Background: an optimization exercise with open tools, aiming at small area. Do not read the settings as production practice. In this exercise RTL edits were held to simulation tests only and were not proved equivalent to the original. No activity file was given, so power comes from the tool's default toggle rates. No driver is modelled on the clock port, so clocking that relies on it looks cheaper here than on a real chip.

==> flow/design.v <==
`default_nettype none
package pkt_framer_pkg;
  typedef logic [63:0] word_t;       
  typedef logic [23:0] byte_cnt_t;   
  typedef logic [5:0]  near_t;       
  localparam logic [27:0] HDR_MARK = 28'hFFF_FFFF;
  localparam logic [31:0] TRL_MARK = 32'hFFEE_DDC9;
  localparam int NSLOT = 15;
  localparam logic [3:0] FILL_LIMIT = 4'd13;
  typedef enum logic [1:0] {
    IDLE  = 2'd0,   
    HDR   = 2'd1,   
    DATA  = 2'd2,   
    TRAIL = 2'd3    
  } seq_state_t;
endpackage
`default_nettype wire
`timescale 1ns/10ps
`default_nettype none
module stream_buffer (
  input  logic      sclk,
  input  logic      rst_n_f,
  input  logic      w_en,          
  input  pkt_framer_pkg::word_t     w_data,
  input  logic      eob,
  input  pkt_framer_pkg::byte_cnt_t byte_cnt,
  output logic      wfifo_ready,   
  output logic      buf_valid,     
  output pkt_framer_pkg::word_t     buf_word,
  output logic      buf_eob,
  output pkt_framer_pkg::byte_cnt_t buf_cnt,
  input  logic      buf_pop        
);
  localparam int N = pkt_framer_pkg::NSLOT;
  pkt_framer_pkg::word_t     mem_word [N];
  logic                      mem_eob  [N];
  pkt_framer_pkg::byte_cnt_t mem_cnt  [N];
  logic [3:0] wr_ptr;    
  logic [3:0] rd_ptr;    
  logic [3:0] occ;       
  logic       cap_vld;   
  logic [N-1:0] wr_sel;
  logic [N-1:0] rd_sel;
  always_comb begin
    for (int i = 0; i < N; i++) begin
      wr_sel[i] = (wr_ptr == 4'(i));
      rd_sel[i] = (rd_ptr == 4'(i));
    end
  end
  always_ff @(posedge sclk) begin : slot_write
    for (int i = 0; i < N; i++) begin
      if (w_en && wr_sel[i]) begin
        mem_word[i] <= w_data;
        mem_eob[i]  <= eob;
        mem_cnt[i]  <= byte_cnt;
      end
    end
  end
  always_ff @(posedge sclk or negedge rst_n_f) begin : ctrl
    if (!rst_n_f) begin
      wr_ptr      <= '0;
      rd_ptr      <= '0;
      occ         <= '0;
      cap_vld     <= 1'b0;
      wfifo_ready <= 1'b0;
    end else begin
      cap_vld <= w_en;
      if (w_en) begin
        wr_ptr <= (wr_ptr == 4'(N-1)) ? 4'd0 : wr_ptr + 4'd1;
      end
      if (buf_pop) begin
        rd_ptr <= (rd_ptr == 4'(N-1)) ? 4'd0 : rd_ptr + 4'd1;
      end
      case ({w_en, buf_pop})
        2'b10:   occ <= occ + 4'd1;
        2'b01:   occ <= occ - 4'd1;
        default: occ <= occ;
      endcase
      wfifo_ready <= (occ <= pkt_framer_pkg::FILL_LIMIT);
    end
  end
  assign buf_valid = (occ > 4'(cap_vld));
  always_comb begin
    buf_word = '0;
    buf_eob  = 1'b0;
    buf_cnt  = '0;
    for (int i = 0; i < N; i++) begin
      buf_word = buf_word | (mem_word[i] & {64{rd_sel[i]}});
      buf_eob  = buf_eob  | (mem_eob[i]  & rd_sel[i]);
      buf_cnt  = buf_cnt  | (mem_cnt[i]  & {24{rd_sel[i]}});
    end
  end
endmodule
`default_nettype wire
`timescale 1ns/10ps
`default_nettype none
module frame_seq (
  input  logic      sclk,
  input  logic      rst_n_f,
  input  logic      start_blk,    
  input  pkt_framer_pkg::near_t     quant_near,   
  input  logic      buf_valid,
  input  pkt_framer_pkg::word_t     buf_word,
  input  logic      buf_eob,
  input  pkt_framer_pkg::byte_cnt_t buf_cnt,
  output logic      buf_pop,      
  output logic      out_valid,
  output pkt_framer_pkg::word_t     out_data,
  input  logic      out_ready,
  output logic      block_done,   
  output logic      done_ack      
);
  pkt_framer_pkg::seq_state_t state;
  pkt_framer_pkg::seq_state_t state_nxt;
  logic start_q;      
  logic start_q2;     
  logic start_rise;   
  logic go;           
  logic      xfer;      
  pkt_framer_pkg::word_t     hdr_word;
  pkt_framer_pkg::word_t     trl_word;
  pkt_framer_pkg::byte_cnt_t trl_cnt;   
  always_ff @(posedge sclk or negedge rst_n_f) begin : start_sync
    if (!rst_n_f) begin
      start_q  <= 1'b0;
      start_q2 <= 1'b0;
    end else begin
      start_q  <= start_blk;
      start_q2 <= start_q;
    end
  end
  assign start_rise = start_q & ~start_q2;
  assign go = (state == pkt_framer_pkg::IDLE) & start_rise;
  assign xfer = out_valid & out_ready;
  assign hdr_word = {pkt_framer_pkg::HDR_MARK, 30'd0, quant_near};
  assign trl_word = {8'd0, trl_cnt, pkt_framer_pkg::TRL_MARK};
  always_comb begin : fsm_nxt
    state_nxt = state;
    case (state)
      pkt_framer_pkg::IDLE: begin
        if (go) begin
          state_nxt = pkt_framer_pkg::HDR;
        end
      end
      pkt_framer_pkg::HDR: begin
        if (xfer) begin
          state_nxt = pkt_framer_pkg::DATA;   
        end
      end
      pkt_framer_pkg::DATA: begin
        if (xfer && buf_eob) begin
          state_nxt = pkt_framer_pkg::TRAIL;   
        end
      end
      pkt_framer_pkg::TRAIL: begin
        if (xfer) begin
          state_nxt = pkt_framer_pkg::IDLE;
        end
      end
      default: begin
        state_nxt = pkt_framer_pkg::IDLE;
      end
    endcase
  end
  always_ff @(posedge sclk or negedge rst_n_f) begin : fsm_reg
    if (!rst_n_f) begin
      state <= pkt_framer_pkg::IDLE;
    end else begin
      state <= state_nxt;
    end
  end
  always_comb begin : out_mux
    out_valid = 1'b0;
    out_data  = buf_word;   
    case (state)
      pkt_framer_pkg::HDR: begin
        out_valid = 1'b1;
        out_data  = hdr_word;
      end
      pkt_framer_pkg::DATA: begin
        out_valid = buf_valid;   
        out_data  = buf_word;
      end
      pkt_framer_pkg::TRAIL: begin
        out_valid = 1'b1;
        out_data  = trl_word;
      end
      default: begin
        out_valid = 1'b0;
      end
    endcase
  end
  assign buf_pop = (state == pkt_framer_pkg::DATA) & buf_valid & out_ready;
  assign block_done = (state == pkt_framer_pkg::TRAIL);
  always_ff @(posedge sclk) begin : trl_latch
    if (buf_pop) begin
      trl_cnt <= buf_cnt;
    end
  end
  always_ff @(posedge sclk or negedge rst_n_f) begin : ack_reg
    if (!rst_n_f) begin
      done_ack <= 1'b0;
    end else begin
      done_ack <= block_done & out_ready;   
    end
  end
endmodule
`default_nettype wire
`timescale 1ns/10ps
`default_nettype none
module pkt_framer (
  input  logic      sclk,
  input  logic      rst_n_f,
  input  logic      w_en,
  input  pkt_framer_pkg::word_t     w_data,
  input  logic      eob,
  input  pkt_framer_pkg::byte_cnt_t byte_cnt,
  output logic      wfifo_ready,
  input  logic      start_blk,
  input  pkt_framer_pkg::near_t     quant_near,
  output logic      out_valid,
  output pkt_framer_pkg::word_t     out_data,
  input  logic      out_ready,
  output logic      block_done,
  output logic      done_ack
);
  logic      buf_valid;
  pkt_framer_pkg::word_t     buf_word;
  logic      buf_eob;
  pkt_framer_pkg::byte_cnt_t buf_cnt;
  logic      buf_pop;     
  stream_buffer i_buf (
    .sclk        (sclk),
    .rst_n_f     (rst_n_f),
    .w_en        (w_en),
    .w_data      (w_data),
    .eob         (eob),
    .byte_cnt    (byte_cnt),
    .wfifo_ready (wfifo_ready),
    .buf_valid   (buf_valid),
    .buf_word    (buf_word),
    .buf_eob     (buf_eob),
    .buf_cnt     (buf_cnt),
    .buf_pop     (buf_pop)
  );
  frame_seq i_seq (
    .sclk        (sclk),
    .rst_n_f     (rst_n_f),
    .start_blk   (start_blk),
    .quant_near  (quant_near),
    .buf_valid   (buf_valid),
    .buf_word    (buf_word),
    .buf_eob     (buf_eob),
    .buf_cnt     (buf_cnt),
    .buf_pop     (buf_pop),
    .out_valid   (out_valid),
    .out_data    (out_data),
    .out_ready   (out_ready),
    .block_done  (block_done),
    .done_ack    (done_ack)
  );
endmodule
`default_nettype wire
==> flow/run.sh <==
#!/bin/bash
# synth_recipe.tcl (not shown) runs the flow's synth.tcl, then flattens the netlist and writes it again
# the make line also repeats each setting of config.mk as NAME=value (left out here)
make -C /OpenROAD-flow-scripts/flow DESIGN_CONFIG=/design/flow/config.mk WORK_HOME=/design/flow/orfs CLKGATE_MAP_FILE= SYNTH_SCRIPT=/design/flow/synth_recipe.tcl finish
==> flow/config.mk <==
export PLATFORM = sky130hd
export DESIGN_NAME = pkt_framer
export DESIGN_NICKNAME = pkt_framer
export VERILOG_FILES = /design/flow/design.v
export SDC_FILE = /design/flow/constraint.sdc
export NUM_CORES = 4
export LEC_CHECK = 0
export ABC_AREA = 1
export CAP_MARGIN = 20
export CORE_MARGIN = 2
export CORE_UTILIZATION = 60
export CTS_BUF_LIST = sky130_fd_sc_hd__clkbuf_8
export CTS_CLUSTER_SIZE = 30
export SLEW_MARGIN = 20
==> flow/constraint.sdc <==
create_clock -name core_clock -period 6.0 [get_ports {sclk}]
set_input_delay 1.2000 -clock core_clock [delete_from_list [all_inputs] [get_ports {sclk}]]
set_output_delay 1.2000 -clock core_clock [all_outputs]
set_load 0.01 [all_outputs]
==> results of run 1 <==
[logic make-up after synthesis]
group                    after synthesis  synth area share, %
adder cells (fa/ha/maj)                9                0.233
AO/OA/AOI/OAI                        357                 5.24
XOR/XNOR                               3               0.0510
buffers and inverters                299                 2.37
flip-flops                          1378                 80.2
AND/OR/NAND/NOR                     1541                 11.9
[cell usage after synthesis (all sizes together), types with 34 or more instances]
cell type | instances | area [µm²]
edfxtp | 1359 | 40800
o21ai | 44 | 220
clkbuf | 61 | 229
a22o | 61 | 534
buf | 81 | 403
a21oi | 34 | 170
inv | 156 | 586
a211oi | 73 | 548
nor2 | 244 | 933
a221oi | 100 | 876
nand4 | 79 | 494
nand2 | 1123 | 4220
nand3 | 63 | 315
[metrics by stage]
step / area (µm²) / util (%) / worst slack (ns) / hold slack, ns / std cells
floorplan: 51500 / - / 0.248 / 0.354 / 3587
global placement: 55200 / 64.9 / 1.42 / 0.458 / 4846
detailed placement: 55200 / 64.9 / 1.43 / 0.443 / 4847
CTS: 59000 / 69.3 / 0.480 / 0.470 / 5226
global route: 59000 / 69.3 / 0.374 / 0.315 / 5229
finish: 59100 / 69.4 / 0.574 / 0.326 / 5232
[routing by layer]
metal | share of wire [%] | vias to the layer above | track usage, % | wire length [µm]
met1 | 39 | 15900 | 47.8 | 57900
met4 | 2.5 | 10 | 10.7 | 3780
met2 | 48 | 1862 | 54.7 | 71500
met3 | 10 | 303 | 6.08 | 15400
li1 | - | 13700 | - | -
met5 | 0.049 | - | 0 | 73
[layout make-up]
class	count	area, µm²
Clock inverter	161	801
Fill cell	5914	26100
Antenna cell	6	15.0
Sequential cell	1378	41300
Multi-Input combinational cell	1910	9200
Clock buffer	218	3000
Timing Repair Buffer	258	2740
Tap cell	1144	1430
Inverter	157	589
[flip-flops by register name (all words and copies together) (netlist names)]
| signal | flops |
|---|---|
| i_buf.mem_eob | 15 |
| i_buf.wr_ptr | 4 |
| i_seq.state | 2 |
| i_seq.start_q | 1 |
| i_buf.occ | 4 |
| i_seq.done_ack | 1 |
| i_buf.mem_word | 960 |
| i_buf.mem_cnt | 360 |
| i_buf.cap_vld | 1 |
| i_buf.wfifo_ready | 1 |
| i_seq.start_q2 | 1 |
| i_buf.rd_ptr | 4 |
| i_seq.trl_cnt | 24 |
[report_power, final]
part | switching (mW) | internal (mW) | total (mW)
Sequential | 0.222 | 11.6 | 11.8
Combinational | 4.81 | 2.38 | 7.19
Clock | 3.51 | 3.56 | 7.07
Total | 8.54 | 17.5 | 26.0
[path summary, 6_finish.rpt]
check / from / to / slack (ns)
max: i_buf.rd_ptr[1] / out_data[27] / 0.57
min: rst_n_f / i_seq.start_q / 0.33
max reg2reg: i_seq.state[0] / i_buf.occ[3] / 2.17
min reg2reg: i_seq.start_q / i_seq.start_q2 / 0.47
max in group asynchronous: rst_n_f / i_buf.wr_ptr[0] / 5.28
min in group core_clock: i_seq.start_q / i_seq.start_q2 / 0.47
==> summary.md, run 1 <==
| Metric | Value |
|---|---|
| DRC violations left | 0 |
| Crit. End Element | output port |
| Die width | 297 µm |
| Lkg Pwr | 20.8 nW |
| CP Launch Type | flip-flop |
| Drt initial violations | 3938 |
| I/O pin cnt | about 170 |
| Routed vias/inst | 6.09 |
| Crit share post-route | 90.4% |
| WP buf/inv | 2 |
| Worst-margin pin slew | roughly 1.2 ns |
| Post_cts resized | 0 |
| Hold-fix buffers, CTS | 0 |
| Mapped cell area | 0.0515 mm² |
| Number of synthesized flops with an enable pin | 1359 |
| CP max-delay cell | buf_4 |
| Area Overhead vs Synth | 14.7% |
| Routability Congestion | 0.812 |
| Ys flop type | edfxtp_1 |
| Initial antenna violation count | 11 |
| Worst Clk Skew | 0.0215 ns |
| Fin Setup TNS | 0 ns |
| Max-slew headroom | 22.9% |
| Global Route Usage Sum | 33.9% |
| Final WL | 149000 µm |
| H-tree Lvls | 4 |
| CTS tree | done |
| Slew Viols, Final | 0 |
| Global-route wire length before repair | 214000 µm |
| Max Cap Viol | 0 |
| Most common cell on crit path | nor2_1 |
| Post-CTS Setup Inserts | 0 |
| Via count | 31800 |
| Power, Total | 26.0 mW |
| Asr flop ratio synth | 1.38% |
| Total CTS buffers | 212 |
| Worst Path Arrival | roughly 4.2 ns |
| Final HPWL DP | 77300 µm |
| Fmax | 184 MHz |
| Port Buf Inserts | 167 |
| Synthesis-stage register bit count | 1378 |
| DRT Pass-1 Iters | 7 |
| Starting density of the core | between 60 and 70% |
| Die area | 0.0882 mm² |
| Final-report setup violation count | 0 |
| Final #Nets | 4026 |
| Antenna viol nets, final | 0 |
| Vias in the first global route | between 30000 and 40000 |
| R2R depth | 17 |
| Average routed wire per standard cell | between 20 and 30 µm |
| Setup CP Type | flip-flop to output port |
| Worst path depth | 9 |
| CP Cell Sequence | nor2_1 > nand2_2 > buf_4 > o21ai_0 > a211oi_1 > nand2_1 > nor2_1 > nor2_1 > clkdlybuf4s50_1 |
| Netlist cell types | 39 |
| Clk slew on worst S/H paths | 0.06 ns |
| RSZ-0062 raised after global routing | false |
| Cell count after synthesis | 3587 |
| Register area share after synthesis | 80.2% |
| Site Rows | 107 |
| Ys Warns | 5 |
| CTS max path bufs | 3 |
| Final hold viol count | 0 |
| HP Class | input port to async pin |
| Commonest non-fill, non-tap cell in the layout | edfxtp_1 |
| Syn Area/Cell | 14.4 µm² |
| Max rail drop VDD | about 0.28 mV |
| Largest net degree at the start of global routing | 90 |
| Minimum clock period | 5.43 ns |
| Status | finished clean |
| Share of layout cells above drive strength 1 | 9.28% |
| Worst-path maximum fanout | 32 |
| Family with the most delay on the worst path | buffers and inverters |
| Remaining global-route overflow | 0 |
| Worst-Skew Late Latency | a little under 0.9 ns |
| Sinks on the clock net | 1378 |
| Die height | 297 µm |
| Required time of the critical path | 4.80 ns |
| Core area | 0.0851 mm² |
| Most frequent cells in the layout | 1359 x edfxtp_1, 1121 x nand2_1, 226 x inv_1, 218 x clkbuf_8, 214 x nor2_1 |
| Clock root cell | clkbuf_8 |
| Max incr delay on CP | a little under 0.7 ns |
| Power Density | 441 mW/mm² |
==> run 2, diff against run 1 <==
--- a/flow/config.mk
+++ b/flow/config.mk
@@ -8,7 +8,5 @@
 export ABC_AREA = 1
 export CAP_MARGIN = 20
 export CORE_MARGIN = 2
-export CORE_UTILIZATION = 60
-export CTS_BUF_LIST = sky130_fd_sc_hd__clkbuf_8
-export CTS_CLUSTER_SIZE = 30
+export CORE_UTILIZATION = 40
 export SLEW_MARGIN = 20
==> run 2 against run 1 <==
Against the previous run:
- via count fell by 1.9%
- critical path depth unchanged
- clock-buffer cell count is 27 lower
- maximum frequency is 2.4% higher
- register-to-register slack improved by 0.14 ns
- area after synthesis stayed put
- flip-flop and latch count stayed put
- utilization shrank 22 points
- sequential share of layout area shrank 1.7 points
- wire length rose by 4.1%
- largest cell class unchanged
- highest routed layer unchanged
==> summary.md, run 2 <==
| Metric | Value |
|---|---|
| Cell count after synthesis | 3587 |
| Synth cell count leaders | 1359 x edfxtp_1, 1122 x nand2_1, 237 x nor2_1 |
| CP Cell Sequence | inv_2 > nand2_1 > nor2_4 > buf_4 > a221oi_1 > nand2_1 > nor2_1 > nor2_1 > clkdlybuf4s50_1 |
| Area fraction of the dominant cell type after synthesis | 79.3% |
| Post_cts resized | 0 |
| Synth Area in Compound Gates | 5.24% |
| CP Launch Type | flip-flop |
| Final hold viol count | 0 |
| Die area | 0.132 mm² |
| Final Cell Area | 0.0605 mm² |
| CTS tree | done |
| Drt initial violations | 3903 |
| Simple-Gate Fraction of Synth Area | 11.9% |
| Post-CTS Setup Inserts | 0 |
| Ys flop type | edfxtp_1 |
| Hold-fix buffers, CTS | 0 |
| Max-slew headroom | a little under a third |
| Clk slew on worst S/H paths | roughly 0.060 ns |
| RSZ-0062 raised after global routing | false |
| Status | finished clean |
| Largest net degree at the start of global routing | 74 |
| Site Rows | 131 |
| Max Cap Viol | 0 |
| Worst-margin pin slew | 1.04 ns |
| Power Density | approximately 460 mW/mm² |
| Antenna viol nets, final | 0 |
| Vias in the first global route | roughly 30000 |
| Initial antenna violation count | 18 |
| HP Class | flip-flop to flip-flop |
| Dpl cell area | between 0.05 and 0.06 mm² |
| Syn Area/Cell | 14.4 µm² |
| Core area | 0.128 mm² |
| Worst Clk Skew | 0.0202 ns |
| Post-Synth Adder-Cell Area | 0.233% |
| Number of synthesized flops with an enable pin | between 1000 and 1500 |
| Sinks on the clock net | 1378 |
| Final WL | 155000 µm |
| DRC violations left | 0 |
| DRT Pass-1 Iters | 5 |
| Mapped cell area | roughly 0.05 mm² |
| Worst-Skew Late Latency | about 0.75 ns |
| Final #Nets | 3979 |
| Worst Path Arrival | between 4 and 5 ns |
| Largest registers | i_buf.mem_word: 960 flops, i_buf.mem_cnt: 360 flops, i_seq.trl_cnt: 24 flops |
| Yosys top cell by area | edfxtp_1 |
| Starting density of the core | between 40% and 50% |
| Lkg Pwr | 20.9 nW |
| Multiplexer share of the synthesized area | 0% |
| Final HPWL DP | 87600 µm |
| I/O pin cnt | around 170 |
| Total CTS buffers | 141 |
| Via count | around 31000 |
| Remaining global-route overflow | 0 |
| Asr flop ratio synth | under 10% |
| Crit share post-route | 88.3% |
| Family with the most delay on the worst path | simple AND/OR/NAND/NOR gates |
| Top cells by area, synth | edfxtp_1 79%, nand2_1 8.2%, nor2_1 1.7% |
| Netlist cell types | 39 |
| Final-report setup violation count | 0 |
| Max incr delay on CP | 0.67 ns |
| H-tree Lvls | 4 |
| CTS max path bufs | 3 |
| WHS Path Cells | 1 |
| Final Util | about 47% |
| Clock root cell | clkbuf_16 |
| Power, Total | between 20 and 30 mW |
| Most frequent cells in the layout | 1359 x edfxtp_1, 1122 x nand2_1, 214 x nor2_1, 167 x clkdlybuf4s50_1, 152 x inv_1 |
| Port Buf Inserts | 167 |
| Most common cell in the netlist | edfxtp_1 |
| CP max-delay cell | clkdlybuf4s50_1 |
| Max reg flops | 960 |
| Fmax | 189 MHz |
| Die height | 363 µm |
| Crit. End Element | output port |
| Most flop-heavy register | i_buf.mem_word |
| Commonest non-fill, non-tap cell in the layout | edfxtp_1 |
| Register area share after synthesis | 80.2% |
| Max rail drop VDD | 0.286 mV |
| Global Route Usage Sum | 23.4% |
| Routed vias/inst | 5.54 |
| Synthesis-stage register bit count | around 1400 |
| Area Overhead vs Synth | 17.5% |
| Fin Setup TNS | 0 ns |
| Die width | 363 µm |
| Setup CP Type | flip-flop to output port |
| Required time of the critical path | 4.80 ns |
| Minimum clock period | 5.30 ns |
| Worst path depth | 9 |
| WP buf/inv | 3 |
| Ys Warns | 5 |
| Worst-path maximum fanout | 21 |
| Global-route wire length before repair | 220000 µm |
| Filler cells | 10900 |
| Share of layout cells above drive strength 1 | 8.62% |
| Routability Congestion | slightly above 0.8 |
| R2R depth | 16 |
| Slew Viols, Final | 0 |
| Average routed wire per standard cell | 27.4 µm |
| XOR/XNOR Fraction of Synth Area | 0.0510% |
| Largest family of logic cells by synthesized area | simple AND/OR/NAND/NOR gates |
-- run 2: logic make-up after synthesis --
group           Yosys count
simple gates           1541
flops                  1378
compound gates          357
buf+inv                 299
fa+ha+maj                 9
xor+xnor                  3
-- run 2: path summary, 6_finish.rpt --
check | startpoint | end | slack, ns
hold / removal | i_buf.occ[0] | i_buf.occ[0] | 0.47
setup reg to reg | i_seq.state[0] | i_buf.occ[3] | 2.31
max in group asynchronous | rst_n_f | i_seq.start_q2 | 4.88
min in group asynchronous | rst_n_f | i_buf.wfifo_ready | 0.84
setup / recovery | i_buf.rd_ptr[0] | out_data[50] | 0.70
hold reg to reg | i_buf.occ[0] | i_buf.occ[0] | 0.47
-- run 2: where the power goes --
group | switching [mW] | internal [mW]
Sequential | 0.216 | 11.5
Combinational | 5.04 | 2.41
Clock | 3.59 | 4.86
Total | 8.85 | 18.8
-- run 2: worst reg2reg max path, cell delays in order, from the launching register on --
cell      delay (ns)
dfrtp_1         0.37
buf_4           0.38
clkinv_1        0.45
ha_1            0.39
nand2_1         0.09
inv_1           0.05
nand2_1         0.20
clkinv_1        0.30
ha_1            0.32
ha_1            0.32
nand2_1         0.07
nor2_1          0.04
a211oi_1        0.23
nor2_1          0.07
nor2_1          0.09
nand2_1         0.07
xnor2_1         0.12
-- run 2: layout make-up --
cell class                      count  area, µm²  share of cell area, %
Sequential cell                  1378      41300                   68.2
Multi-Input combinational cell   1910       9200                   15.2
Clock buffer                      191       3910                   6.45
Timing Repair Buffer              282       2970                   4.90
Tap cell                         1662       2080                   3.44
Inverter                          157        591                  0.976
Clock inverter                     60        495                  0.819
Antenna cell                        3       7.51                 0.0124
-- run 2: routing by layer --
layer  track usage (%)  part of all wire (%)  wire, µm
met1              32.3                    41     63900
met5                 0                 0.099       154
met2              38.3                    48     74300
met3              3.87                   8.2     12700
met4              6.61                   2.5      3820
-- run 2: stage by stage --
stage	worst slack (ns)	instances	hold WS [ns]
3_3_place_gp	1.43	5385	0.455
3_5_place_dp	1.41	5389	0.450
5_1_grt	0.503	5640	0.487
4_1_cts	0.623	5640	0.476
2_1_floorplan	0.248	3587	0.354
6_report	0.700	5643	0.474
==> run 3, diff against run 2 <==
--- a/flow/design.v
+++ b/flow/design.v
@@ -29,7 +29,8 @@
   output pkt_framer_pkg::word_t     buf_word,
   output logic      buf_eob,
   output pkt_framer_pkg::byte_cnt_t buf_cnt,
-  input  logic      buf_pop        
+  input  logic      buf_pop,       
+  input  logic      buf_show       
 );
   localparam int N = pkt_framer_pkg::NSLOT;
   pkt_framer_pkg::word_t     mem_word [N];
@@ -80,14 +81,16 @@
     end
   end
   assign buf_valid = (occ > 4'(cap_vld));
+  logic [N-1:0] rd_gsel;
+  assign rd_gsel = rd_sel & {N{buf_show}};
   always_comb begin
     buf_word = '0;
     buf_eob  = 1'b0;
     buf_cnt  = '0;
     for (int i = 0; i < N; i++) begin
-      buf_word = buf_word | (mem_word[i] & {64{rd_sel[i]}});
-      buf_eob  = buf_eob  | (mem_eob[i]  & rd_sel[i]);
-      buf_cnt  = buf_cnt  | (mem_cnt[i]  & {24{rd_sel[i]}});
+      buf_word = buf_word | (mem_word[i] & {64{rd_gsel[i]}});
+      buf_eob  = buf_eob  | (mem_eob[i]  & rd_gsel[i]);
+      buf_cnt  = buf_cnt  | (mem_cnt[i]  & {24{rd_gsel[i]}});
     end
   end
 endmodule
@@ -104,6 +107,7 @@
   input  logic      buf_eob,
   input  pkt_framer_pkg::byte_cnt_t buf_cnt,
   output logic      buf_pop,      
+  output logic      buf_show,     
   output logic      out_valid,
   output pkt_framer_pkg::word_t     out_data,
   input  logic      out_ready,
@@ -169,27 +173,12 @@
       state <= state_nxt;
     end
   end
-  always_comb begin : out_mux
-    out_valid = 1'b0;
-    out_data  = buf_word;   
-    case (state)
-      pkt_framer_pkg::HDR: begin
-        out_valid = 1'b1;
-        out_data  = hdr_word;
-      end
-      pkt_framer_pkg::DATA: begin
-        out_valid = buf_valid;   
-        out_data  = buf_word;
-      end
-      pkt_framer_pkg::TRAIL: begin
-        out_valid = 1'b1;
-        out_data  = trl_word;
-      end
-      default: begin
-        out_valid = 1'b0;
-      end
-    endcase
-  end
+  assign buf_show  = (state == pkt_framer_pkg::DATA);
+  assign out_valid = (state == pkt_framer_pkg::HDR) | (state == pkt_framer_pkg::TRAIL) |
+                     (buf_show & buf_valid);
+  assign out_data  = buf_word |
+                     ({64{state == pkt_framer_pkg::HDR}}   & hdr_word) |
+                     ({64{state == pkt_framer_pkg::TRAIL}} & trl_word);
   assign buf_pop = (state == pkt_framer_pkg::DATA) & buf_valid & out_ready;
   assign block_done = (state == pkt_framer_pkg::TRAIL);
   always_ff @(posedge sclk) begin : trl_latch
@@ -229,6 +218,7 @@
   logic      buf_eob;
   pkt_framer_pkg::byte_cnt_t buf_cnt;
   logic      buf_pop;     
+  logic      buf_show;    
   stream_buffer i_buf (
     .sclk        (sclk),
     .rst_n_f     (rst_n_f),
@@ -241,7 +231,8 @@
     .buf_word    (buf_word),
     .buf_eob     (buf_eob),
     .buf_cnt     (buf_cnt),
-    .buf_pop     (buf_pop)
+    .buf_pop     (buf_pop),
+    .buf_show    (buf_show)
   );
   frame_seq i_seq (
     .sclk        (sclk),
@@ -253,6 +244,7 @@
     .buf_eob     (buf_eob),
     .buf_cnt     (buf_cnt),
     .buf_pop     (buf_pop),
+    .buf_show    (buf_show),
     .out_valid   (out_valid),
     .out_data    (out_data),
     .out_ready   (out_ready),
--- a/flow/config.mk
+++ b/flow/config.mk
@@ -5,8 +5,10 @@
 export SDC_FILE = /design/flow/constraint.sdc
 export NUM_CORES = 4
 export LEC_CHECK = 0
-export ABC_AREA = 1
+export ABC_AREA = 0
 export CAP_MARGIN = 20
 export CORE_MARGIN = 2
-export CORE_UTILIZATION = 40
+export CORE_UTILIZATION = 60
+export CTS_CLUSTER_DIAMETER = 80
+export CTS_CLUSTER_SIZE = 25
 export SLEW_MARGIN = 20
==> run 3 against run 2 <==
Against the previous run:
- first-iteration DRC count down 9.4%
- still clean on timing, DRC and antenna
- clock skew down 0.0084 ns
- synthesized cell count down 27%
- highest routed layer unchanged
- die area down 35%
- critical path type unchanged
- non-clock buffer count down 28
- sequential power about the same
- global-route usage up 8.2 points
- area after synthesis down 3.7%
- clock power down 45%
- final cell count down 31%
- setup slack worse by 0.22 ns
==> summary.md, run 3 <==
| Metric | Value |
|---|---|
| Worst Clk Skew | 0.0118 ns |
| Die width | 292 µm |
| Status | finished clean |
| DRC violations left | 0 |
| Slew Viols, Final | 0 |
| Max rail drop VDD | 0.315 mV |
| Filler cells | 5423 |
| R2R Path Start | i_seq.state[0] |
| CP Launch Type | flip-flop |
| Area fraction of the dominant cell type after synthesis | a little over 80% |
| RR Endpoint | i_buf.occ[3] |
| Initial antenna violation count | 15 |
| Final WS setup | between 0.4 and 0.5 ns |
| Antenna viol nets, final | 0 |
| Worst-Skew Late Latency | 0.68 ns |
| Final-report setup violation count | 0 |
| Fmax | roughly 180 MHz |
| Port Buf Inserts | 167 |
| Remaining global-route overflow | 0 |
| Max reg flops | 960 |
| Crit share post-route | 92.0% |
| Largest net degree at the start of global routing | 85 |
| Clock root cell | clkbuf_16 |
| Commonest non-fill, non-tap cell in the layout | edfxtp_1 |
| Multiplexer share of the synthesized area | 0.151% |
| R2R depth | 13 |
| Power Density | about 380 mW/mm² |
| Largest family of logic cells by synthesized area | compound AO/OA/AOI/OAI gates |
| Final WL | 134000 µm |
| Worst Setup EP | out_data[44] |
| Synth Area in Compound Gates | between 10% and 20% |
| CP max-delay cell | nor2_4 |
| Fin Setup TNS | 0 ns |
| Minimum clock period | ~5.5 ns |
| Max-slew headroom | 26.7% |
| Worst-margin pin slew | 1.10 ns |
| XOR/XNOR Fraction of Synth Area | 0.0706% |
| Worst-path maximum fanout | 18 |
| Crit. End Element | output port |
| Syn Area/Cell | between 15 and 20 µm² |
| Final HPWL DP | 66000 µm |
| Simple-Gate Fraction of Synth Area | 3.86% |
| Sinks on the clock net | 1378 |
| Drt initial violations | 3535 |
| Routed vias/inst | 7.01 |
| Most frequent cells in the layout | 1359 x edfxtp_1, 537 x a22oi_1, 167 x clkdlybuf4s50_1, 107 x nand2_1, 97 x nand4_1 |
| Vias in the first global route | 26600 |
| Via count | 27200 |
| Share of layout cells above drive strength 1 | 7.07% |
| Hold Crit Start | i_seq.start_q |
| CTS max path bufs | 3 |
| Total CTS buffers | 61 |
| Lkg Pwr | 16.8 nW |
| Global-route wire length before repair | ~190000 µm |
| Register area share after synthesis | 83.2% |
| Synthesis-stage register bit count | 1378 |
| Average routed wire per standard cell | 34.5 µm |
| Mapped cell area | roughly 0.05 mm² |
| Synth cell count leaders | 1359 x edfxtp_1, 537 x a22oi_1, 107 x nand2_1 |
| Area Overhead vs Synth | 10.7% |
| Launch point of the worst path | i_seq.state[0] |
| Worst slack, placed | 1.21 ns |
| Number of synthesized flops with an enable pin | 1359 |
| Netlist cell types | 53 |
| Post_cts resized | 0 |
| Hold-fix buffers, CTS | 0 |
| Post-Synth Adder-Cell Area | less than 1% |
| Die height | roughly 300 µm |
| Top cells by area, synth | edfxtp_1 82%, a22oi_1 8.1%, nand4_1 1.2% |
| DRT Pass-1 Iters | 6 |
| Asr flop ratio synth | 1.38% |
| Core area | 0.0820 mm² |
| Ys flop type | edfxtp_1 |
| RSZ-0062 raised after global routing | false |
| Yosys top cell by area | edfxtp_1 |
| Site Rows | 105 |
| Required time of the critical path | 4.80 ns |
| I/O pin cnt | approximately 170 |
| Global Route Usage Sum | roughly a third |
| Final hold viol count | 0 |
| Max incr delay on CP | 0.82 ns |
| Die area | 0.0850 mm² |
| Cell count after synthesis | 2629 |
| CP Cell Sequence | inv_1 > ha_1 > nand3b_1 > nor2_4 > buf_4 > a22oi_1 > and4_1 > nand4_1 > clkdlybuf4s50_1 |
| Max Cap Viol | 0 |
| Most flop-heavy register | i_buf.mem_word |
| Routability Congestion | 0.793 |
| R2R setup slack | 2.44 ns |
| Clk slew on worst S/H paths | 0.09 ns |
| Largest registers | i_buf.mem_word: 960 flops, i_buf.mem_cnt: 360 flops, i_seq.trl_cnt: 24 flops |
| Setup CP Type | flip-flop to output port |
| CTS tree | done |
| Ys Warns | 5 |
| H-tree Lvls | 2 |
| Starting density of the core | 60.5% |
| Post-CTS Setup Inserts | 0 |
| Worst Path Arrival | around 4.3 ns |
| HP Class | flip-flop to flip-flop |
| Final #Nets | between 2000 and 3000 |
| Most common cell in the netlist | edfxtp_1 |
run 3: cell count changes in the layout (fill, tap and decap cells not counted), moves of 28 or more:
cell       previous run  this run
a221oi_1            100        42
nand2_1            1122       107
clkbuf_1             39        10
a22o_1               61        17
clkbuf_16           148        62
nand3_1              63         6
buf_4                81        47
a22oi_1               1       537
a211oi_1             73         3
inv_1               152        11
nor2_1              214        30
a222oi_1              0        28
o21ai_0              40        10
run 3: cell type report:
type | instances | area, µm² | area share (%)
clock buffers | 72 | 1590 | 2.89
repair buffers | 254 | 2830 | 5.16
diodes | 10 | 25.0 | 0.0456
well taps | 1070 | 1340 | 2.44
clock inverters | 5 | 45.0 | 0.0820
inverters | 11 | 41.3 | 0.0752
multi-input cells | 1081 | 7760 | 14.1
flip-flops and latches | 1378 | 41300 | 75.2
run 3: worst min path at each step:
stage / end / cells past startpoint
floorplan: i_seq.start_q2 / 0
global placement: i_seq.start_q2 / 0
detailed placement: i_seq.start_q2 / 0
CTS: i_seq.start_q2 / 0
global route: i_seq.start_q2 / 0
finish: i_seq.start_q2 / 0
run 3: routing by layer:
| layer | up-vias | track usage (%) | share of wire, % |
|---|---|---|---|
| li1 | 11300 | - | - |
| met1 | 14300 | 45.2 | 39 |
| met2 | 1448 | 51.8 | 49 |
| met3 | 172 | 5.31 | 9.7 |
| met4 | 10 | 7.19 | 2.0 |
| met5 | - | 0 | 0.046 |
run 3: worst max-delay path: cells and delay by family, from the launching register on:
family                   cells  cell delay, ns
flip-flops                   1            0.44
buffers and inverters        3            1.08
adder cells (fa/ha/maj)      1            0.41
AND/OR/NAND/NOR              4            1.60
AO/OA/AOI/OAI                1            0.09
run 3: cells by family after synthesis:
family | Yosys count
mux | 6
compound gates | 707
flops | 1378
xor+xnor | 4
fa+ha+maj | 10
buf+inv | 170
simple gates | 354
run 3: where the power goes:
group	internal (mW)	total, mW	switching [mW]
Combinational	1.67	4.36	2.69
Clock	1.88	4.63	2.75
Sequential	11.4	11.7	0.262
Total	15.0	20.7	5.70
run 3: metrics by stage:
step           power (mW)  std cells  hold WS (ns)  util (%)  cell area [µm²]
6_report             20.7       3881         0.380      67.0            54900
5_1_grt              21.4       3879         0.402      67.0            54900
4_1_cts              20.8       3870         0.382      66.9            54900
3_5_place_dp         16.3       3793         0.361      64.9            53200
3_3_place_gp         16.2       3793         0.363      64.9            53200
2_1_floorplan        14.0       2629         0.354         -            49600
==> run 4, diff against run 3 <==
--- a/flow/design.v
+++ b/flow/design.v
@@ -33,9 +33,11 @@
   input  logic      buf_show       
 );
   localparam int N = pkt_framer_pkg::NSLOT;
-  pkt_framer_pkg::word_t     mem_word [N];
-  logic                      mem_eob  [N];
-  pkt_framer_pkg::byte_cnt_t mem_cnt  [N];
+  localparam int W = 64 + 1 + 24;   
+  logic [W-1:0] mem [N];
+  logic [W-1:0] w_ent;
+  logic [W-1:0] rd_ent;
+  assign w_ent = {byte_cnt, eob, w_data};
   logic [3:0] wr_ptr;    
   logic [3:0] rd_ptr;    
   logic [3:0] occ;       
@@ -51,9 +53,7 @@
   always_ff @(posedge sclk) begin : slot_write
     for (int i = 0; i < N; i++) begin
       if (w_en && wr_sel[i]) begin
-        mem_word[i] <= w_data;
-        mem_eob[i]  <= eob;
-        mem_cnt[i]  <= byte_cnt;
+        mem[i] <= w_ent;
       end
     end
   end
@@ -83,16 +83,29 @@
   assign buf_valid = (occ > 4'(cap_vld));
   logic [N-1:0] rd_gsel;
   assign rd_gsel = rd_sel & {N{buf_show}};
-  always_comb begin
-    buf_word = '0;
-    buf_eob  = 1'b0;
-    buf_cnt  = '0;
-    for (int i = 0; i < N; i++) begin
-      buf_word = buf_word | (mem_word[i] & {64{rd_gsel[i]}});
-      buf_eob  = buf_eob  | (mem_eob[i]  & rd_gsel[i]);
-      buf_cnt  = buf_cnt  | (mem_cnt[i]  & {24{rd_gsel[i]}});
-    end
-  end
+  for (genvar b = 0; b < W; b++) begin : g_rd
+    logic [N/3-1:0] grp_n;
+    for (genvar g = 0; g < N/3; g++) begin : g_grp
+      sel_aoi3 u_aoi (
+        .d0 (mem[3*g][b]),   .s0 (rd_gsel[3*g]),
+        .d1 (mem[3*g+1][b]), .s1 (rd_gsel[3*g+1]),
+        .d2 (mem[3*g+2][b]), .s2 (rd_gsel[3*g+2]),
+        .y_n(grp_n[g])
+      );
+    end
+    assign rd_ent[b] = ~&grp_n;
+  end
+  assign buf_word = rd_ent[63:0];
+  assign buf_eob  = rd_ent[64];
+  assign buf_cnt  = rd_ent[88:65];
+endmodule
+module sel_aoi3 (
+  input  logic d0, s0,
+  input  logic d1, s1,
+  input  logic d2, s2,
+  output logic y_n
+);
+  assign y_n = ~((d0 & s0) | (d1 & s1) | (d2 & s2));
 endmodule
 `default_nettype wire
 `timescale 1ns/10ps
--- a/flow/config.mk
+++ b/flow/config.mk
@@ -12,3 +12,5 @@
 export CTS_CLUSTER_DIAMETER = 80
 export CTS_CLUSTER_SIZE = 25
 export SLEW_MARGIN = 20
+export SYNTH_HIERARCHICAL = 1
+export SYNTH_MINIMUM_KEEP_SIZE = 0
==> run 4 against run 3 <==
Against the previous run:
- worst hold slack gained 0.020 ns
- critical endpoint is now out_data[46]
- critical path depth grew 1
- utilization up 1.0 points
- flip-flop and latch count stayed put
- clock-buffer cell count is 1 lower
- highest routed layer unchanged
- still clean on timing, DRC and antenna
==> summary.md, run 4 <==
| Metric | Value |
|---|---|
| Via count | 26100 |
| Area fraction of the dominant cell type after synthesis | 85.0% |
| Asr flop ratio synth | 1.38% |
| Max Cap Viol | 0 |
| Routed vias/inst | 7.35 |
| I/O pin cnt | 168 |
| Clock root cell | clkbuf_16 |
| Fmax | 181 MHz |
| Largest registers | i_buf.mem: 1335 flops, i_seq.trl_cnt: 24 flops |
| Remaining global-route overflow | 0 |
| Area Overhead vs Synth | 12.1% |
| Die width | 287 µm |
| Max-slew headroom | 28.7% |
| Die area | 0.0823 mm² |
| Initial antenna violation count | 9 |
| Fin Setup TNS | 0 ns |
| Synth cell count leaders | 1359 x edfxtp_1, 445 x a222oi_1, 97 x nand3_1 |
| Register Area | slightly above 0.04 mm² |
| DRT Pass-1 Iters | 12 |
| Vias in the first global route | 25200 |
| Netlist cell types | 39 |
| H-tree Lvls | 2 |
| Ys Warns | 10 |
| Worst-Skew Late Latency | 0.67 ns |
| Clock network power share | 22.0% |
| Total CTS buffers | 61 |
| Site Rows | 103 |
| Commonest non-fill, non-tap cell in the layout | edfxtp_1 |
| Share of layout cells above drive strength 1 | 8.58% |
| Most flop-heavy register | i_buf.mem |
| Antenna viol nets, final | 0 |
| Routability Congestion | approximately 0.76 |
| Most frequent cells in the layout | 1359 x edfxtp_1, 445 x a222oi_1, 167 x clkdlybuf4s50_1, 97 x nand3_1, 89 x and3_1 |
| Slew Viols, Final | 0 |
| Combinational share of power | 21.3% |
| Filler cells | just over 5000 |
| Worst-path maximum fanout | 14 |
| Global-route wire length before repair | about 170000 µm |
| Multi-input logic area | 0.00684 mm² |
| Most common cell in the netlist | edfxtp_1 |
| DRC violations left | 0 |
| Register area share after synthesis | 86.0% |
| Final-report setup violation count | 0 |
| Average routed wire per standard cell | between 30 and 40 µm |
| Setup CP Type | flip-flop to output port |
| Global Route Usage Sum | 29.7% |
| Met2 GRT Util | 46.0% |
| Switching pwr | 5.55 mW |
| Post-CTS Setup Inserts | 0 |
| Worst Path Arrival | 4.33 ns |
| Post-Synth Adder-Cell Area | 0.209% |
| Worst Clk Skew | 0.0169 ns |
| Starting density of the core | just over 60% |
| Post_cts resized | 0 |
| XOR/XNOR Fraction of Synth Area | 0.0912% |
| Number of synthesized flops with an enable pin | 1359 |
| Clk slew on worst S/H paths | 0.10 ns |
| Hold-fix buffers, CTS | 0 |
| Final HPWL DP | 60400 µm |
| Sequential Power Share | 56.7% |
| Simple-Gate Fraction of Synth Area | 3.13% |
| Required time of the critical path | 4.80 ns |
| Drt initial violations | 5036 |
| Synth Area in Compound Gates | 10.2% |
| Cell count after synthesis | 2191 |
| Final hold slack | roughly 0.40 ns |
| Ys flop type | edfxtp_1 |
| GR Util met1 | 45.0% |
| Multiplexer share of the synthesized area | 0.0704% |
| Max rail drop VDD | 0.363 mV |
| RSZ-0062 raised after global routing | false |
| CP Launch Type | flip-flop |
| Lkg Pwr | roughly 17 nW |
| Max reg flops | between 1000 and 1500 |
| Final hold viol count | 0 |
| Mapped cell area | 0.0480 mm² |
| Yosys top cell by area | edfxtp_1 |
| Largest family of logic cells by synthesized area | compound AO/OA/AOI/OAI gates |
| Final #Nets | roughly 2600 |
| Core area | 0.0791 mm² |
| GRT busiest layer | met2 |
| Worst slack, placed | between 1 and 1.5 ns |
| Sinks on the clock net | 1378 |
| Syn Area/Cell | 21.9 µm² |
| Port Buf Inserts | 167 |
| Top cells by area, synth | edfxtp_1 85%, a222oi_1 9.3%, and3_1 1.2% |
| Minimum clock period | 5.53 ns |
| Final WS setup | 0.472 ns |
| Crit share post-route | 92.1% |
| Final WL | ~120000 µm |
| Die height | 287 µm |
| Grt met3 use | 5.44% |
| Status | finished clean |
| Largest net degree at the start of global routing | 90 |
| Internal | 15.2 mW |
| Switching part of the total | 26.8% |
| Crit. End Element | output port |
| CTS max path bufs | 3 |
| HP Class | flip-flop to flip-flop |
| CTS tree | done |
| Power Density | 385 mW/mm² |
| Worst-margin pin slew | 1.07 ns |
| Synthesis-stage register bit count | 1378 |
## run 4: cell count changes in the layout (fill, tap and decap cells not counted), sizes merged, moves of 28 or more
cell    change
a22oi     -537
and3       +80
nor2       -28
nand2     -101
a221oi     -41
a222oi    +417
a21oi      -32
nand4      -97
nand3      +91
## run 4: cells by family (layout without fill, tap and decap cells)
group	Yosys count	in the layout
compound gates	499	499
buf+inv	28	330
other cells	0	6
mux	3	3
flops	1378	1378
simple gates	270	270
fa+ha+maj	8	8
xor+xnor	5	5
## run 4: power groups by stage
stage	registers (mW)	logic [mW]	clock network, mW
2_1_floorplan	11.9	2.18	0
3_3_place_gp	11.9	4.37	0
3_5_place_dp	12.0	4.40	0
4_1_cts	11.8	4.43	4.62
5_1_grt	11.8	4.68	4.92
6_report	11.8	4.41	4.55
## run 4: worst paths after layout
kind	start	end	slack, ns	cells after the start
min in group asynchronous	rst_n_f	i_seq.start_q	1.03	1
min reg2reg	i_seq.start_q	i_seq.start_q2	0.40	0
min	i_seq.start_q	i_seq.start_q2	0.40	0
max in group asynchronous	rst_n_f	i_buf.wr_ptr[1]	4.41	1
max reg2reg	i_seq.state[0]	i_seq.state[1]	2.11	11
max	i_seq.state[0]	out_data[46]	0.47	10
## run 4: layout make-up
type	instances	share of cell area, %
antenna	6	0.0279
inverter	6	0.0418
clock inverter	6	0.0837
tap	1050	2.44
timing repair buffer	247	5.08
multi-input combinational	785	12.7
clock buffer	71	2.91
sequential	1378	76.7
## run 4: worst max-delay path, cell delays in order (launching register included)
cell and delay, ns:
dfrtp_1 0.45, inv_1 0.11, ha_1 0.31, or3b_1 0.55
nor2_4 0.62, buf_4 0.38, a222oi_1 0.16, and3_1 0.20
nand3_1 0.08, a211o_1 0.22, clkdlybuf4s50_1 0.57
## run 4: Yosys stat by module, one instance, submodules excluded, a selection
module | area (µm²) | cells | copies in the design
frame_seq | 1530 | 118 | 1
stream_buffer | 42000 | 1628 | 1
sel_aoi3 | 10.0 | 1 | 445
## run 4: layer usage
| layer | vias up | part of all wire (%) |
|---|---|---|
| met3 | 160 | 12 |
| met5 | - | 0.068 |
| li1 | 10600 | - |
| met1 | 13600 | 39 |
| met2 | 1640 | 47 |
| met4 | 12 | 1.8 |
## run 4: through the flow
| stage | instance area (µm²) | cells | power (mW) | utilization [%] |
|---|---|---|---|---|
| after global routing | 53800 | 3546 | 21.4 | 68.0 |
| after global placement | 52200 | 3466 | 16.3 | 66.0 |
| after CTS | 53800 | 3543 | 20.8 | 68.0 |
| after detailed placement | 52200 | 3466 | 16.4 | 66.0 |
| after floorplan | 48000 | 2191 | 14.1 | - |
| final | 53800 | 3549 | 20.7 | 68.0 |
==> run 5, diff against run 4 <==
==> flow/flow/run.sh (new file) <==
#!/bin/bash
# Standard ORFS layout (standard synthesis unchanged), with two tweaks passed
# to the ORFS steps through their own variables:
#  - port buffers use the smallest buffer instead of the default pick
#  - CTS without dummy loads, with explicit sink clustering
set -euo pipefail
export BUFFER_PORTS_ARGS="-buffer_cell sky130_fd_sc_hd__buf_1"
export CTS_ARGS="-sink_clustering_enable -repair_clock_nets -sink_clustering_size 30 -sink_clustering_max_diameter 80 -dont_use_dummy_load"
bash standard.sh > standard.log 2>&1
==> flow/standard.sh (new file) <==
#!/bin/bash
# synth_recipe.tcl (not shown) runs the flow's synth.tcl, then flattens the netlist and writes it again
# the make line also repeats each setting of config.mk as NAME=value (left out here)
make -C /OpenROAD-flow-scripts/flow DESIGN_CONFIG=/design/flow/config.mk WORK_HOME=/design/flow/orfs CLKGATE_MAP_FILE= SYNTH_SCRIPT=/design/flow/synth_recipe.tcl "${@:-finish}"
removed: flow/run.sh
==> run 5 against run 4 <==
Against the previous run:
- still clean on timing, DRC and antenna
- utilization shrank 1.8 points
- maximum frequency grew 7.3%
- final area shrank 2.7%
- flip-flop and latch count is the same
- wire length is essentially flat
- register-to-register slack lost 0.15 ns
- power shrank 4.5%
- final cell count shrank 1.0%
- sequential share of layout area grew 2.1 points
- non-clock buffer count shrank 12
- clock-buffer cell count shrank 17
- largest cell class unchanged
- largest power group unchanged
==> summary.md, run 5 <==
| Metric | Value |
|---|---|
| Routed vias/inst | between 7 and 8 |
| Starting density of the core | roughly three fifths |
| Netlist cell types | 39 |
| Finished Layout Cells | 3513 |
| Antenna viol nets, final | 0 |
| Worst Path Arrival | slightly below 4 ns |
| Ys Warns | 10 |
| Post_cts resized | 0 |
| Power, Total | 19.8 mW |
| CP max-delay cell | nor2_4 |
| Commonest non-fill, non-tap cell in the layout | edfxtp_1 |
| Max reg flops | 1335 |
| Filler cells | 5302 |
| Clock root cell | clkbuf_16 |
| Largest family of logic cells by synthesized area | compound AO/OA/AOI/OAI gates |
| Hold Crit Start | i_seq.start_q |
| CTS max path bufs | 3 |
| RR Endpoint | i_seq.state[1] |
| R2R setup slack | 1.96 ns |
| I/O pin cnt | around 170 |
| Dpl cell area | 0.0510 mm² |
| CP Cell Sequence | inv_1 > ha_1 > or3b_1 > nor2_4 > buf_12 > a222oi_1 > and3_1 > nand3_1 > a211o_1 > buf_1 |
| Max incr delay on CP | ~0.73 ns |
| Drt initial violations | 4911 |
| Post-Synth Adder-Cell Area | 0.209% |
| CTS tree | done |
| Most common cell in the netlist | edfxtp_1 |
| Largest registers | i_buf.mem: 1335 flops, i_seq.trl_cnt: 24 flops |
| Cell count after synthesis | 2191 |
| CP Launch Type | flip-flop |
| Fin Setup TNS | 0 ns |
| Final hold viol count | 0 |
| Area fraction of the dominant cell type after synthesis | 85.0% |
| Simple-Gate Fraction of Synth Area | 3.13% |
| Most frequent cells in the layout | 1359 x edfxtp_1, 445 x a222oi_1, 166 x buf_1, 97 x nand3_1, 89 x and3_1 |
| Final #Nets | between 2000 and 3000 |
| Site Rows | about 100 |
| Crit. End Element | output port |
| Average routed wire per standard cell | 34.9 µm |
| Clk slew on worst S/H paths | 0.09 ns |
| Yosys top cell by area | edfxtp_1 |
| Routability Congestion | 0.734 |
| Final WL | 123000 µm |
| Core area | 0.0791 mm² |
| Final Util | 66.2% |
| Via count | 25800 |
| Area Overhead vs Synth | 9.08% |
| Setup CP Type | flip-flop to output port |
| Register area share after synthesis | 86.0% |
| Synth cell count leaders | 1359 x edfxtp_1, 445 x a222oi_1, 97 x nand3_1 |
| H-tree Lvls | 2 |
| Worst Clk Skew | 0.0746 ns |
| Required time of the critical path | 4.80 ns |
| RSZ-0062 raised after global routing | false |
| Total CTS buffers | 54 |
| Ys flop type | edfxtp_1 |
| Synthesis-stage register bit count | 1378 |
| Share of layout cells above drive strength 1 | 7.81% |
| Max-slew headroom | 31.9% |
| Final WS setup | 0.847 ns |
| Status | finished clean |
| Die height | 287 µm |
| Number of synthesized flops with an enable pin | about 1400 |
| Worst-Skew Late Latency | 0.68 ns |
| Final Cell Area | 0.0524 mm² |
| Remaining global-route overflow | 0 |
| Placed cells | between 3000 and 4000 |
| Final HPWL DP | 58300 µm |
| Worst-margin pin slew | 1.02 ns |
| Synth Area in Compound Gates | 10.2% |
| Power Density | 378 mW/mm² |
| Minimum clock period | 5.15 ns |
| Hold Path End | i_seq.start_q2 |
| Die area | 0.0823 mm² |
| Sinks on the clock net | between 1000 and 1500 |
| Crit share post-route | around 86% |
| R2R depth | 11 |
| Port Buf Inserts | 167 |
| Hold-fix buffers, CTS | 0 |
| Final-report setup violation count | 0 |
| XOR/XNOR Fraction of Synth Area | 0.0912% |
| Vias in the first global route | between 20000 and 30000 |
| Mapped cell area | roughly 0.048 mm² |
| Final hold slack | 0.389 ns |
| DRT Pass-1 Iters | 10 |
| Initial antenna violation count | 8 |
| Post-CTS Setup Inserts | 0 |
| HP Class | flip-flop to flip-flop |
| Lkg Pwr | 15.9 nW |
| WHS Path Cells | 0 |
| Most flop-heavy register | i_buf.mem |
| Asr flop ratio synth | around 1.4% |
| Global Route Usage Sum | 30.0% |
| DRC violations left | 0 |
| Top cells by area, synth | edfxtp_1 85%, a222oi_1 9.3%, and3_1 1.2% |
| Worst-path maximum fanout | 37 |
| Global-route wire length before repair | between 150000 and 200000 µm |
| R2R Path Start | i_seq.state[0] |
| Max Cap Viol | 0 |
| Fmax | 194 MHz |
| Worst slack, placed | 1.54 ns |
| Syn Area/Cell | 21.9 µm² |
| Slew Viols, Final | 0 |
| Die width | 287 µm |
| Multiplexer share of the synthesized area | 0.0704% |
| Max rail drop VDD | 0.297 mV |
| Largest net degree at the start of global routing | 90 |
==> run 5: cell counts after synthesis <==
Identical to the previous run, type by type.
==> run 5: power by group <==
group	internal [mW]	switching [mW]	leakage, nW	total [mW]
combinational	1.27	2.52	2.72	3.79
sequential	11.5	0.291	12.5	11.8
clock	1.62	2.62	0.665	4.24
total	14.4	5.43	15.9	19.8
==> run 5: metal layers <==
metal | global-route usage [%] | vias to the layer above | share of wire, %
met3 | 4.56 | 151 | 12
li1 | - | 10600 | -
met5 | 0 | - | 0.034
met4 | 6.48 | 6 | 1.8
met1 | 45.5 | 13400 | 39
met2 | 47.1 | 1661 | 47
==> run 5: worst max-delay path by stage <==
stage	start	to	slack, ns	depth (start not counted)
2_1_floorplan	w_en	i_buf.mem[2][0]	0.10	3
3_3_place_gp	i_seq.state[0]	out_data[46]	1.63	10
3_5_place_dp	i_seq.state[0]	out_data[10]	1.54	10
4_1_cts	i_seq.state[0]	out_data[10]	0.87	10
5_1_grt	i_seq.state[0]	out_data[38]	0.71	10
6_report	i_seq.state[0]	out_data[38]	0.85	10
==> run 5: cells by family (layout without fill, tap and decap cells) <==
family                   Yosys count  in the layout
AO/OA/AOI/OAI                    499            499
XOR/XNOR                           5              5
adder cells (fa/ha/maj)            8              8
buffers and inverters             28            295
flip-flops                      1378           1378
multiplexers                       3              3
other                              0              5
AND/OR/NAND/NOR                  270            270
==> run 5: cell type report <==
class                   instances  area (µm²)  share of cell area [%]
repair buffers                235        1530                    2.93
inverters                       6        22.5                  0.0430
clock buffers                  54        1350                    2.58
multi-input cells             785        6840                    13.1
diodes                          5        12.5                  0.0239
flip-flops and latches       1378       41300                    78.8
well taps                    1050        1310                    2.51
==> run 5: per-module statistics from Yosys, one instance, submodules excluded, a selection <==
module / copies in the design / cell area, µm² / flops+latches / cells
stream_buffer: 1 / 42000 / 1349 / 1628
frame_seq: 1 / 1530 / 29 / 118
sel_aoi3: 445 / 10.0 / 0 / 1
==> run 5: worst max-delay path, delay by kind of cell, from the launching register on <==
| kind | cells | cell delay [ns] |
|---|---|---|
| adder cells (fa/ha/maj) | 1 | 0.32 |
| flip-flops | 1 | 0.44 |
| buffers and inverters | 3 | 0.67 |
| AND/OR/NAND/NOR | 4 | 1.58 |
| AO/OA/AOI/OAI | 2 | 0.31 |
==> run 6, diff against run 5 <==
--- a/flow/design.v
+++ b/flow/design.v
@@ -26,7 +26,8 @@
   input  pkt_framer_pkg::byte_cnt_t byte_cnt,
   output logic      wfifo_ready,   
   output logic      buf_valid,     
-  output pkt_framer_pkg::word_t     buf_word,
+  output pkt_framer_pkg::word_t     buf_word,      
+  input  pkt_framer_pkg::word_t     ovr_n,         
   output logic      buf_eob,
   output pkt_framer_pkg::byte_cnt_t buf_cnt,
   input  logic      buf_pop,       
@@ -95,7 +96,9 @@
     end
     assign rd_ent[b] = ~&grp_n;
   end
-  assign buf_word = rd_ent[63:0];
+  for (genvar b = 0; b < 64; b++) begin : g_word
+    assign buf_word[b] = ~(&g_rd[b].grp_n & ovr_n[b]);
+  end
   assign buf_eob  = rd_ent[64];
   assign buf_cnt  = rd_ent[88:65];
 endmodule
@@ -116,7 +119,8 @@
   input  logic      start_blk,    
   input  pkt_framer_pkg::near_t     quant_near,   
   input  logic      buf_valid,
-  input  pkt_framer_pkg::word_t     buf_word,
+  input  pkt_framer_pkg::word_t     buf_word,     
+  output pkt_framer_pkg::word_t     buf_ovr_n,    
   input  logic      buf_eob,
   input  pkt_framer_pkg::byte_cnt_t buf_cnt,
   output logic      buf_pop,      
@@ -189,9 +193,9 @@
   assign buf_show  = (state == pkt_framer_pkg::DATA);
   assign out_valid = (state == pkt_framer_pkg::HDR) | (state == pkt_framer_pkg::TRAIL) |
                      (buf_show & buf_valid);
-  assign out_data  = buf_word |
-                     ({64{state == pkt_framer_pkg::HDR}}   & hdr_word) |
-                     ({64{state == pkt_framer_pkg::TRAIL}} & trl_word);
+  assign buf_ovr_n = ~(({64{state == pkt_framer_pkg::HDR}}   & hdr_word) |
+                       ({64{state == pkt_framer_pkg::TRAIL}} & trl_word));
+  assign out_data  = buf_word;
   assign buf_pop = (state == pkt_framer_pkg::DATA) & buf_valid & out_ready;
   assign block_done = (state == pkt_framer_pkg::TRAIL);
   always_ff @(posedge sclk) begin : trl_latch
@@ -232,6 +236,7 @@
   pkt_framer_pkg::byte_cnt_t buf_cnt;
   logic      buf_pop;     
   logic      buf_show;    
+  pkt_framer_pkg::word_t     buf_ovr_n;   
   stream_buffer i_buf (
     .sclk        (sclk),
     .rst_n_f     (rst_n_f),
@@ -242,6 +247,7 @@
     .wfifo_ready (wfifo_ready),
     .buf_valid   (buf_valid),
     .buf_word    (buf_word),
+    .ovr_n       (buf_ovr_n),
     .buf_eob     (buf_eob),
     .buf_cnt     (buf_cnt),
     .buf_pop     (buf_pop),
@@ -254,6 +260,7 @@
     .quant_near  (quant_near),
     .buf_valid   (buf_valid),
     .buf_word    (buf_word),
+    .buf_ovr_n   (buf_ovr_n),
     .buf_eob     (buf_eob),
     .buf_cnt     (buf_cnt),
     .buf_pop     (buf_pop),
--- a/flow/config.mk
+++ b/flow/config.mk
@@ -8,9 +8,9 @@
 export ABC_AREA = 0
 export CAP_MARGIN = 20
 export CORE_MARGIN = 2
-export CORE_UTILIZATION = 60
+export CORE_UTILIZATION = 75
 export CTS_CLUSTER_DIAMETER = 80
-export CTS_CLUSTER_SIZE = 25
+export CTS_CLUSTER_SIZE = 30
 export SLEW_MARGIN = 20
 export SYNTH_HIERARCHICAL = 1
 export SYNTH_MINIMUM_KEEP_SIZE = 0
==> run 6 against run 5 <==
Against the previous run:
- first-iteration DRC count grew 16%
- largest cell class unchanged
- clock-buffer cell count shrank 2
- maximum frequency grew 1.8%
- clock power shrank 3%
- register-to-register slack is essentially flat
- worst hold slack gained 0.0096 ns
- sequential share of layout area grew 0.91 points
- largest power group unchanged
- critical path type unchanged
- area after synthesis grew 1.1%
==> summary.md, run 6 <==
| Metric | Value |
|---|---|
| Initial antenna violation count | 8 |
| Hold Crit Start | i_seq.start_q |
| Post_cts resized | 0 |
| Crit share post-route | 84.4% |
| Sinks on the clock net | 1378 |
| CTS max path bufs | 3 |
| Max-slew headroom | 26.0% |
| Routed vias/inst | 7.96 |
| Worst-Skew Late Latency | 0.65 ns |
| Total CTS buffers | 52 |
| CP Cell Sequence | inv_1 > ha_1 > nand3b_1 > nor3_4 > buf_4 > a222oi_1 > and4_1 > nand3_1 > buf_1 |
| Global Route Usage Sum | around a third |
| Most flop-heavy register | i_buf.mem |
| Synthesis-stage register bit count | 1378 |
| Drt initial violations | 5691 |
| Area fraction of the dominant cell type after synthesis | 84.1% |
| Number of synthesized flops with an enable pin | 1359 |
| DRC violations left | 0 |
| Area Overhead vs Synth | 6.67% |
| Hold-fix buffers, CTS | 0 |
| DRT Pass-1 Iters | 13 |
| Internal | 14.1 mW |
| CP Launch Type | flip-flop |
| Largest registers | i_buf.mem: 1335 flops, i_seq.trl_cnt: 24 flops |
| Final hold slack | between 0.3 and 0.4 ns |
| Lkg Pwr | 15.4 nW |
| Worst-margin pin slew | 1.11 ns |
| CTS tree | done |
| RSZ-0062 raised after global routing | false |
| Antenna viol nets, final | 0 |
| Largest net degree at the start of global routing | 90 |
| Via count | 26200 |
| Crit. End Element | output port |
| Die height | about 260 µm |
| Share of layout cells above drive strength 1 | 6.30% |
| Power Density | 375 mW/mm² |
| Max incr delay on CP | 0.66 ns |
| Final HPWL DP | about 57000 µm |
| Most common cell in the netlist | edfxtp_1 |
| Syn Area/Cell | 21.5 µm² |
| Minimum clock period | 5.06 ns |
| Clock root cell | clkbuf_16 |
| Remaining global-route overflow | 0 |
| Slew Viols, Final | 0 |
| Ys Warns | 10 |
| Family with the most delay on the worst path | simple AND/OR/NAND/NOR gates |
| Status | finished clean |
| Filler cells | ~3200 |
| Fmax | 197 MHz |
| Starting density of the core | 75.5% |
| Vias in the first global route | 25600 |
| Post-CTS Setup Inserts | 0 |
| Core area | 0.0642 mm² |
| Register area share after synthesis | 85.1% |
| Switching part of the total | 27.4% |
| Routability Congestion | 0.753 |
| Worst-path maximum fanout | 35 |
| Cell count after synthesis | 2253 |
| R2R Path Start | i_seq.state[0] |
| Site Rows | 93 |
| Sequential Power Share | just over 60% |
| Clk slew on worst S/H paths | ~0.11 ns |
| Most frequent cells in the layout | 1359 x edfxtp_1, 445 x a222oi_1, 167 x buf_1, 98 x nand3_1, 64 x and4_1 |
| CP max-delay cell | buf_4 |
| Max rail drop VDD | 0.378 mV |
| Final-report setup violation count | 0 |
| I/O pin cnt | 168 |
| Max reg flops | 1335 |
| Final WL | 116000 µm |
| Final hold viol count | 0 |
| Port Buf Inserts | about 170 |
| HP Class | flip-flop to flip-flop |
| Max Cap Viol | 0 |
| Fin Setup TNS | 0 ns |
| Die width | 258 µm |
| Setup CP Type | flip-flop to output port |
| Synth cell count leaders | 1359 x edfxtp_1, 445 x a222oi_1, 98 x nand3_1 |
| Switching pwr | around 5.3 mW |
| Mapped cell area | 0.0485 mm² |
| Netlist cell types | 40 |
| Required time of the critical path | about 4.8 ns |
| Worst Path Arrival | 3.86 ns |
| Yosys top cell by area | edfxtp_1 |
| Global-route wire length before repair | approximately 170000 µm |
| Final #Nets | approximately 2500 |
| Average routed wire per standard cell | between 30 and 40 µm |
| Clock network power share | about a fifth |
| Die area | about 0.067 mm² |
| Top cells by area, synth | edfxtp_1 84%, a222oi_1 9.2%, buf_4 1.5% |
| Ys flop type | edfxtp_1 |
| Launch point of the worst path | i_seq.state[0] |
| H-tree Lvls | 2 |
| Combinational share of power | 18.3% |
| Commonest non-fill, non-tap cell in the layout | edfxtp_1 |
| Asr flop ratio synth | 1.38% |
| Worst Clk Skew | 0.0438 ns |
| WP buf/inv | 3 |
-- run 6: cell count changes in the layout (fill, tap and decap cells not counted), sizes merged, moves of 3 or more --
cell / before / now
conb: 0 / 4
and4: 0 / 64
a21o: 9 / 1
clkbuf: 55 / 52
nand2: 6 / 15
a21oi: 4 / 26
a211o: 23 / 0
buf: 234 / 229
and3: 90 / 26
or2: 30 / 0
-- run 6: stage by stage --
stage	util [%]	setup slack (ns)	area, µm²	total power, mW	instances
2_1_floorplan	-	0.104	48600	14.5	2256
3_3_place_gp	78.5	1.88	50400	15.3	3229
3_5_place_dp	78.5	1.72	50400	15.5	3229
4_1_cts	80.5	1.02	51700	19.4	3281
5_1_grt	80.6	0.863	51800	20.0	3286
6_report	80.6	0.937	51800	19.4	3288
-- run 6: cells by family after synthesis --
group	count (synthesis)	share of synthesized area [%]
other	1	0.00773
buffers and inverters	118	1.69
multiplexers	3	0.0696
XOR/XNOR	5	0.0902
flip-flops	1378	85.1
AND/OR/NAND/NOR	250	3.12
AO/OA/AOI/OAI	490	9.74
adder cells (fa/ha/maj)	8	0.206
-- run 6: per-module statistics from Yosys, one instance, submodules excluded, a selection --
module         area (µm²)  times used
stream_buffer       42200           1
frame_seq            1890           1
sel_aoi3             10.0         445
-- run 6: per-layer routing --
layer | wire length [µm] | GRT usage [%]
met5 | 41 | 0
met4 | 3320 | 11.6
met3 | 16100 | 4.97
met2 | 56000 | 55.1
met1 | 40100 | 51.1
-- run 6: layout make-up --
cell class / count / area (µm²) / share of cell area, %
flip-flops and latches: 1378 / 41300 / 79.8
multi-input cells: 760 / 6690 / 12.9
repair buffers: 229 / 1370 / 2.65
clock buffers: 52 / 1300 / 2.51
well taps: 855 / 1070 / 2.07
inverters: 8 / 30.0 / 0.0580
diodes: 6 / 15.0 / 0.0290
-- run 6: final timing paths --
kind | slack, ns | cells after the start | end
min in group asynchronous | 0.45 | 1 | i_seq.state[1]
hold reg to reg | 0.40 | 0 | i_seq.start_q2
setup reg to reg | 1.97 | 11 | i_seq.state[1]
hold / removal | 0.40 | 0 | i_seq.start_q2
setup / recovery | 0.94 | 9 | out_data[48]
max in group asynchronous | 5.10 | 2 | i_buf.rd_ptr[1]
-- run 6: power groups by stage --
stage | combinational (mW) | clock (mW) | sequential, mW
floorplan | 2.60 | 0 | 11.9
global placement | 3.42 | 0 | 11.9
detailed placement | 3.49 | 0 | 12.0
CTS | 3.51 | 4.10 | 11.8
global route | 3.75 | 4.42 | 11.8
finish | 3.55 | 4.11 | 11.8

[port drivers added, routing unchanged]
The flow's constraints put no driver on any port. The routed layouts listed below were extracted and timed again, unchanged, in two steps. Step 1: set_driving_cell puts a clkbuf_16 on sclk and a buf_2 on each other input, an assumption about the parent block. Step 2 moves the port delays by t, midway between the first and last clock arrival at a register: inputs arrive t later, outputs are due t later. That takes back most of the time a late clock gives input paths. a / b / c = ideal / step 1 / step 2; a / b = the first two.
| run | t, ns | setup slack, ns | worst setup path after step 2 | slew at the worst register clock pin (ns) |
|---|---|---|---|---|
| run 1 | 0.940 | 0.574 / 0.505 / 1.444 | register to output | 0.07 / 0.07 |
| run 2 | 0.811 | 0.700 / 0.622 / 1.433 | register to output | 0.06 / 0.06 |
| run 3 | 0.738 | 0.478 / 0.407 / 1.145 | register to output | 0.10 / 0.10 |
| run 4 | 0.728 | 0.472 / 0.403 / 1.131 | register to output | 0.10 / 0.10 |
| run 5 | 0.714 | 0.847 / 0.777 / 1.491 | register to output | 0.11 / 0.11 |
| run 6 | 0.698 | 0.936 / 0.870 / 1.568 | register to output | 0.11 / 0.11 |
After both steps every run listed still meets setup and hold.
